What follows belongs to an exercise in optimizing a design on an open flow for small area; a production flow would make more cautious choices. Function was checked by simulation only, so behaviour that the tests miss may differ from the original.

// synthCore
module synthCore
(
	input logic MAX10_CLK2_50,
	input logic rstN,
	input logic sampleTick,
	input logic [25:0] cfg,
	output logic signed [15:0] sampleOut,
	output logic sampleValid
);
Size: ~970 cells after synthesis, roughly 46 I/O pins.
==> module synthCore, before the edit <==
module synthCore
(
	input logic MAX10_CLK2_50,
	input logic rstN,
	input logic sampleTick,
	input logic [25:0] cfg,
	output logic signed [15:0] sampleOut,
	output logic sampleValid
);
	logic [3:0][3:0] notes;
	logic [3:0][1:0] waves;
	logic [15:0] amp;
	logic rtV;
	logic [1:0] rtIdx;
	logic [3:0][7:0] ph;
	logic [2:0] st;
	logic [7:0] sp;
	logic [1:0] sw;
	logic lastF;
	logic [32:0] acc;
	wire wrV = cfg[25] & ~cfg[24];
	wire wrA = cfg[25] & cfg[24];
	always_ff @(posedge MAX10_CLK2_50 or negedge rstN) begin
		if (!rstN) begin
			notes <= '0;
			waves <= '0;
			amp <= '0;
			rtV <= 1'b0;
		end else begin
			rtV <= wrV;
			if (wrV) begin
				notes[cfg[23:22]] <= cfg[21:18];
				waves[cfg[23:22]] <= cfg[17:16];
			end
			if (wrA) amp <= cfg[15:0];
		end
	end
	always_ff @(posedge MAX10_CLK2_50) rtIdx <= cfg[23:22];
	wire [1:0] vi = st[1:0];
	wire enV = st[2];
	wire [1:0] tIdx = st[1:0] - 2'd1;
	wire tV = (st[2] & (st[1:0] != 2'd0)) | (st == 3'b000);
	wire [1:0] rot = tV ? tIdx : 2'd0;
	logic pzT;
	wire [7:0] phSel = ph[0];
	wire [7:0] phNext = (pzT | (rtV && rtIdx == tIdx)) ? 8'd0 : (phSel + {4'b0, notes[tIdx]} + 8'd1);
	wire [1:0] zSlot = rtIdx - rot - {1'b0, tV};
	wire zEn = rtV && !(enV && rtIdx == vi);
	always_ff @(posedge MAX10_CLK2_50 or negedge rstN) begin
		if (!rstN) begin
			ph <= '0;
		end else begin
			for (int k = 0; k < 4; k++) begin
				if (zEn && zSlot == 2'(k)) ph[k] <= '0;
				else if (tV) ph[k] <= (k == 3) ? phNext : ph[(k + 1) % 4];
			end
		end
	end
	always_ff @(posedge MAX10_CLK2_50) begin
		pzT <= rtV && rtIdx == vi;
		sp <= phSel;
		sw <= waves[tIdx];
	end
	logic [7:0] x;
	logic sn;
	logic [4:0] one, two, neg;
	wire isSq = (sw == 2'd2);
	wire isTri = (sw == 2'd3);
	always_comb begin
		case (sw)
			2'd1: begin x = {~sp[7], sp[6:0]}; sn = 1'b0; end
			2'd2: begin x = 8'h80; sn = ~sp[7]; end
			2'd3: begin x = {~sp[6], sp[5:0], 1'b0}; sn = sp[7]; end
			default: begin x = 8'h00; sn = 1'b0; end
		endcase
		one[0] = isSq;
		two[0] = isTri & sp[7];
		neg[0] = (isSq & ~sp[7]) | (isTri & sp[7]);
		for (int i = 0; i < 4; i++) begin
			logic b2, b1, b0;
			b2 = x[2*i+1];
			b1 = x[2*i];
			b0 = (i == 0) ? 1'b0 : x[2*i-1];
			one[i+1] = b1 ^ b0;
			two[i+1] = (b2 & ~b1 & ~b0) | (~b2 & b1 & b0);
			neg[i+1] = b2 ^ sn;
		end
	end
	wire [32:0] sum;
	localparam logic [32:0] frameBias = 33'h157f80000;
	wire first = (st == 3'b110);
	wire [32:0] ag = first ? frameBias : acc;
	voiceMixer mac (
		.A(amp),
		.one(one),
		.two(two),
		.neg(neg),
		.ag(ag),
		.sum(sum)
	);
	always_ff @(posedge MAX10_CLK2_50) acc <= sum;
	always_ff @(posedge MAX10_CLK2_50 or negedge rstN) begin
		if (!rstN) begin
			st <= 3'b001;
			lastF <= 1'b0;
			sampleValid <= 1'b0;
			sampleOut <= '0;
		end else begin
			if (st[2]) st <= {~&st[1:0], st[1:0] + 2'd1};
			else st <= sampleTick ? 3'b100 : 3'b001;
			lastF <= (st == 3'b000);
			sampleValid <= lastF;
			if (lastF) sampleOut <= sum[32:17];
		end
	end
endmodule
clock: 10.0 ns
lec_check: 0
cap_margin: 20
core_margin: 2
core_utilization: 60
cts_buf_list: sky130_fd_sc_hd__clkbuf_8
slew_margin: 20
buffer_ports_args: -buffer_cell sky130_fd_sc_hd__buf_1
cts_args: -sink_clustering_enable -repair_clock_nets -dont_use_dummy_load -buf_list {sky130_fd_sc_hd__clkbuf_4 sky130_fd_sc_hd__clkbuf_8}
standard.sh (not shown) runs the stock make flow with config.mk's settings and CLKGATE_MAP_FILE= SYNTH_SCRIPT=/design/flow/synth_recipe.tcl, a recipe that flattens the netlist after the stock synthesis.
==> flow/flow/run.sh <==
#!/bin/bash
# The standard layout (standard.sh) with these changes:
# - synthesis: the standard flow's synthesis script, except that the final ABC mapping
#   uses flow/abc_area.script (area-oriented mapping, no upsizing) instead of
#   ORFS's speed script; registers are not touched;
# - after synthesis, fapol.py picks each full adder's polarity (a full adder
#   is self-dual) so the netlist needs fewer inverters, and turns half adders
#   with one output in use into plain gates;
# - the port buffers are the smallest buffer cell;
# - clock tree synthesis inserts no dummy loads.
# Each tool's output goes to a log file here: synth.log, fapol.log, flow.log.
set -euo pipefail
W=$(pwd)
cat >> config.mk <<'EOC'
export BUFFER_PORTS_ARGS = -buffer_cell sky130_fd_sc_hd__buf_1
export CTS_ARGS = -sink_clustering_enable -repair_clock_nets -dont_use_dummy_load -buf_list {sky130_fd_sc_hd__clkbuf_4 sky130_fd_sc_hd__clkbuf_8}
EOC
{
  head -n 1 synth_recipe.tcl
  echo "proc abc {args} { set i [lsearch \$args -script]; if {\$i >= 0} { lset args [expr {\$i + 1}] $W/flow/abc_area.script }; yosys abc {*}\$args }"
  tail -n +2 synth_recipe.tcl
} > own_synth.tcl
sed "s#$W/synth_recipe.tcl#$W/own_synth.tcl#" standard.sh > own_standard.sh
grep -q own_synth.tcl own_standard.sh
bash own_standard.sh synth > synth.log 2>&1
R=orfs/results/sky130hd/synthCore/base
cp $R/1_2_yosys.v $R/1_2_yosys.orig.v
python3 flow/fapol.py $R/1_2_yosys.orig.v $R/1_2_yosys.v > fapol.log 2>&1
rm -f $R/1_synth.odb
bash own_standard.sh finish > flow.log 2>&1
Other scripts of this flow, unchanged in this note and not shown: flow/flow/abc_area.script, flow/flow/fapol.py
Rerun with:
--- a/flow/design.v
+++ b/flow/design.v
@@ -362,11 +362,10 @@
 	logic [15:0] amp;
 	logic rtV;
 	logic [1:0] rtIdx;
 	logic [3:0][7:0] ph;
 	logic [2:0] st;
-	logic [7:0] sp;
 	logic [1:0] sw;
 	logic lastF;
 	logic [32:0] acc;
 	wire wrV = cfg[25] & ~cfg[24];
 	wire wrA = cfg[25] & cfg[24];
@@ -388,29 +387,31 @@
 	always_ff @(posedge MAX10_CLK2_50) rtIdx <= cfg[23:22];
 	wire [1:0] vi = st[1:0];
 	wire enV = st[2];
 	wire [1:0] tIdx = st[1:0] - 2'd1;
 	wire tV = (st[2] & (st[1:0] != 2'd0)) | (st == 3'b000);
-	wire [1:0] rot = tV ? tIdx : 2'd0;
-	logic pzT;
-	wire [7:0] phSel = ph[0];
-	wire [7:0] phNext = (pzT | (rtV && rtIdx == tIdx)) ? 8'd0 : (phSel + {4'b0, notes[tIdx]} + 8'd1);
-	wire [1:0] zSlot = rtIdx - rot - {1'b0, tV};
-	wire zEn = rtV && !(enV && rtIdx == vi);
+	wire [1:0] sIdx = {lastF | ~st[1], lastF | st[0]};
+	wire sV = lastF | (st[2] & st[1]) | (st == 3'b000);
+	wire [1:0] rot = sV ? sIdx : 2'd0;
+	logic pzT, pzS;
+	wire [7:0] sp = ph[0];
+	wire [7:0] phNext = (pzS | (rtV && rtIdx == sIdx)) ? 8'd0 : (sp + {4'b0, notes[sIdx]} + 8'd1);
+	wire [1:0] zSlot = rtIdx - rot - {1'b0, sV};
+	wire zEn = rtV && !(enV && rtIdx == vi) && !(tV && rtIdx == tIdx);
 	always_ff @(posedge MAX10_CLK2_50 or negedge rstN) begin
 		if (!rstN) begin
 			ph <= '0;
 		end else begin
 			for (int k = 0; k < 4; k++) begin
 				if (zEn && zSlot == 2'(k)) ph[k] <= '0;
-				else if (tV) ph[k] <= (k == 3) ? phNext : ph[(k + 1) % 4];
+				else if (sV) ph[k] <= (k == 3) ? phNext : ph[(k + 1) % 4];
 			end
 		end
 	end
 	always_ff @(posedge MAX10_CLK2_50) begin
 		pzT <= rtV && rtIdx == vi;
-		sp <= phSel;
+		pzS <= pzT | (rtV && rtIdx == tIdx);
 		sw <= waves[tIdx];
 	end
 	logic [7:0] x;
 	logic sn;
 	logic [4:0] one, two, neg;
=>
- die area shrinks by 1.4%
- core utilization goes up by 1.2 points
- final cell count decreases by 0.97%
- fmax decreases by 0.76%
- non-clock buffer count came out higher by 1

==> re-timing with driven ports <==
In the flow no input, the clock included, has a driving cell. The finished layouts below were timed again as built, in two steps. Step 1 sets driving cells, clkbuf_16 on the clock port and buf_2 on the other inputs (assumed; they add their load-dependent delay and slew). Step 2 times the ports against the registers' clock, not the clock port: input delays grow and output delays shrink by t, the midpoint of the rising clock arrivals with the driver on. Slacks: ideal ports / drivers / drivers and shift; pairs: ideal ports / drivers.
| run | t, ns | setup slack, ns | clock arrival spread, ns |
|---|---|---|---|
| the first run | 0.483 | 1.630 / 1.630 / 1.630 | 0.031 / 0.030 |
| the second run | 0.476 | 1.567 / 1.567 / 1.567 | 0.039 / 0.039 |
After both steps every run listed still meets setup and hold.
